This design comes from an exercise in tuning for small area on the open sky130 flow, not from production work.
Only simulation tests tie the RTL to the original design; equivalence was not proved.
Power is estimated from default activity; no workload was simulated.

== job 9613 ==
==> flow/design.v (excerpt) <==
module twobit_26x18_mesh #(
  parameter int ROWS   = mesh_pkg::ROWS,
  parameter int COLS   = mesh_pkg::COLS,
  parameter int THRESH = mesh_pkg::THRESH
) (
  input  logic                       clk,
  input  logic                       rst,
  input  logic [2*ROWS*COLS-1:0]     inp,
  output logic [ROWS*COLS-1:0]       out
);
clock: 4.0 ns
lec_check: 0
cap_margin: 20
core_area: 5 5 245 245
die_area: 0 0 250 250
slew_margin: 20
synth_hierarchical: 1
standard.sh (not shown) runs the stock make flow with config.mk's settings and CLKGATE_MAP_FILE= SYNTH_SCRIPT=/design/flow/synth_recipe.tcl, a recipe that flattens the netlist after the stock synthesis.
==> flow/flow/run.sh <==
#!/bin/bash
# Own layout flow: the standard ORFS flow, with these changes.
#  1. Synthesis is synth_recipe.tcl unchanged except that ABC maps each module
#     for area with a plain "map -a" (flow/abc_map.script), so the small gate
#     modules of the RTL each become the one cell they describe.
#  2. The port buffers that ORFS inserts are the smallest buffer, buf_1.
#  3. The clock tree uses small clock buffers and no dummy loads.
#  4. IO pins may sit one routing track apart, so the die can be smaller.
# Each tool's full output goes to a log file of its own in this folder.
set -euo pipefail
W=$(pwd)
RES=$W/orfs/results/$FLOW_PLATFORM/twobit_26x18_mesh/base

cat > $W/own_synth.tcl <<EOT
proc abc {args} {
  set i [lsearch -exact \$args -script]
  if {\$i >= 0} { set args [lreplace \$args \$i [expr {\$i + 1}]] }
  set i [lsearch -exact \$args -D]
  if {\$i >= 0} { set args [lreplace \$args \$i [expr {\$i + 1}]] }
  yosys abc -script $W/flow/abc_map.script {*}\$args
}
source $W/synth_recipe.tcl
EOT

MK=(make -C "$FLOW_HOME" DESIGN_CONFIG="$W/config.mk" WORK_HOME="$W/orfs" CLKGATE_MAP_FILE=
    SYNTH_SCRIPT="$W/own_synth.tcl"
    "BUFFER_PORTS_ARGS=-buffer_cell sky130_fd_sc_hd__buf_1"
    "PLACE_PINS_ARGS=-min_distance 1 -min_distance_in_tracks"
    "CTS_ARGS=-sink_clustering_enable -repair_clock_nets -dont_use_dummy_load -buf_list {sky130_fd_sc_hd__clkbuf_8} -sink_clustering_size 16 -sink_clustering_max_diameter 50")

"${MK[@]}" synth > "$W/synth.log" 2>&1
"${MK[@]}" finish > "$W/layout.log" 2>&1

: # left out here: write the final layout as DEF
==> flow/flow/abc_map.script <==
strash
map -a
topo
stime -c
### job 9613 -> job 3483
- DIE_AREA: 0 0 250 250 -> 0 0 280 280
- CORE_AREA: 5 5 245 245 -> 5 5 275 275
diff --git a/flow/flow/run.sh b/flow/flow/run.sh
--- a/flow/flow/run.sh
+++ b/flow/flow/run.sh
@@ -27,5 +27,5 @@
     "BUFFER_PORTS_ARGS=-buffer_cell sky130_fd_sc_hd__buf_1"
     "PLACE_PINS_ARGS=-min_distance 1 -min_distance_in_tracks"
-    "CTS_ARGS=-sink_clustering_enable -repair_clock_nets -dont_use_dummy_load -buf_list {sky130_fd_sc_hd__clkbuf_8} -sink_clustering_size 16 -sink_clustering_max_diameter 50")
+    "CTS_ARGS=-sink_clustering_enable -repair_clock_nets -dont_use_dummy_load -buf_list {sky130_fd_sc_hd__clkbuf_16} -sink_clustering_size 36 -sink_clustering_max_diameter 60")
 
 "${MK[@]}" synth > "$W/synth.log" 2>&1
### Flow results
Job 3483: done, clean on timing, DRC and antenna. A critical path endpoint of out[122] is what job 9613 shows, while out[252] belongs to job 3483. Job 9613 → job 3483: post-route core utilization went down, setup slack of the critical path after layout went up, power share of the clock group went up, die area went up.
### job 3483 -> job 7370
- DIE_AREA: 0 0 280 280 -> 0 0 400 400
- CORE_AREA: 5 5 275 275 -> 5 5 395 395
==> flow/flow/run.sh <==
#!/bin/bash
# Own layout flow: the standard ORFS flow, with two changes.
#  1. Synthesis is synth_recipe.tcl unchanged except that ABC maps each module
#     for area with a plain "map -a" (flow/abc_map.script), so the small gate
#     modules of the RTL each become the one cell they describe.
#  2. The port buffers that ORFS inserts are the smallest buffer, buf_1.
# Each tool's full output goes to a log file of its own in this folder.
set -euo pipefail
W=$(pwd)
RES=$W/orfs/results/$FLOW_PLATFORM/twobit_26x18_mesh/base

cat > $W/own_synth.tcl <<EOT
proc abc {args} {
  set i [lsearch -exact \$args -script]
  if {\$i >= 0} { set args [lreplace \$args \$i [expr {\$i + 1}]] }
  set i [lsearch -exact \$args -D]
  if {\$i >= 0} { set args [lreplace \$args \$i [expr {\$i + 1}]] }
  yosys abc -script $W/flow/abc_map.script {*}\$args
}
source $W/synth_recipe.tcl
EOT

MK=(make -C "$FLOW_HOME" DESIGN_CONFIG="$W/config.mk" WORK_HOME="$W/orfs" CLKGATE_MAP_FILE=
    SYNTH_SCRIPT="$W/own_synth.tcl"
    "BUFFER_PORTS_ARGS=-buffer_cell sky130_fd_sc_hd__buf_1")

"${MK[@]}" synth > "$W/synth.log" 2>&1
"${MK[@]}" finish > "$W/layout.log" 2>&1

: # left out here: write the final layout as DEF
Results
Looking at design area across both flows, job 7370 is the weaker of the two, with job 3483 ahead. Summary of job 7370 over job 3483: non-clock buffer total of the final layout rose 7; cell count after placement rose 1078.
Setup changes, job 7370 to job 8652
- CORE_AREA: 5 5 395 395 -> 5 5 230 230
- DIE_AREA: 0 0 400 400 -> 0 0 235 235
diff --git a/flow/flow/run.sh b/flow/flow/run.sh
--- a/flow/flow/run.sh
+++ b/flow/flow/run.sh
@@ -1,8 +1,10 @@
 #!/bin/bash
-# Own layout flow: the standard ORFS flow, with two changes.
+# Own layout flow: the standard ORFS flow, with these changes.
 #  1. Synthesis is synth_recipe.tcl unchanged except that ABC maps each module
 #     for area with a plain "map -a" (flow/abc_map.script), so the small gate
 #     modules of the RTL each become the one cell they describe.
 #  2. The port buffers that ORFS inserts are the smallest buffer, buf_1.
+#  3. The clock tree uses small clock buffers and no dummy loads.
+#  4. IO pins may sit one routing track apart, so the die can be smaller.
 # Each tool's full output goes to a log file of its own in this folder.
 set -euo pipefail
@@ -23,5 +25,7 @@
 MK=(make -C "$FLOW_HOME" DESIGN_CONFIG="$W/config.mk" WORK_HOME="$W/orfs" CLKGATE_MAP_FILE=
     SYNTH_SCRIPT="$W/own_synth.tcl"
-    "BUFFER_PORTS_ARGS=-buffer_cell sky130_fd_sc_hd__buf_1")
+    "BUFFER_PORTS_ARGS=-buffer_cell sky130_fd_sc_hd__buf_1"
+    "PLACE_PINS_ARGS=-min_distance 1 -min_distance_in_tracks"
+    "CTS_ARGS=-sink_clustering_enable -repair_clock_nets -dont_use_dummy_load -buf_list {sky130_fd_sc_hd__clkbuf_8} -sink_clustering_size 16 -sink_clustering_max_diameter 50")
 
 "${MK[@]}" synth > "$W/synth.log" 2>&1
[summary]
- The proportion of power drawn by combinational gates in job 8652 was higher than what job 7370 gave.
- Job 8652 vs job 7370 on power: job 8652 is the lower one.
- When the final numbers for job 8652 and job 7370 were put side by side, the count of clock-buffer cells in the layout turned out to be greater in job 7370.

-- what the ideal ports hide --
Ports are ideal in the flow. The routed layouts listed here were re-timed in OpenROAD.
Step 1: set_driving_cell puts a clkbuf_16 on clk and a buf_2 on each other input, an assumption about the parent block.
Step 2, shift: input delay + t, output delay - t, t = (earliest + latest rising clock arrival at the registers) / 2. This alone moves slack from input paths to output paths.
Three values: ideal ports, drivers, drivers and shift; two values: the first two.
run	t (ns)	setup WS [ns]	worst data-port slew with drivers (ns)
job 9613	0.736	1.611 / 1.551 / 1.559	0.29
job 3483	0.673	1.792 / 1.721 / 1.867	0.23
job 7370	0.791	1.518 / 1.428 / 1.545	0.21
job 8652	0.727	1.675 / 1.613 / 1.774	0.34
After both steps setup and hold are still met in every run listed. For job 9613, which loses most, drivers alone change the setup slack by -0.060 ns; drivers and shift together by -0.052 ns.
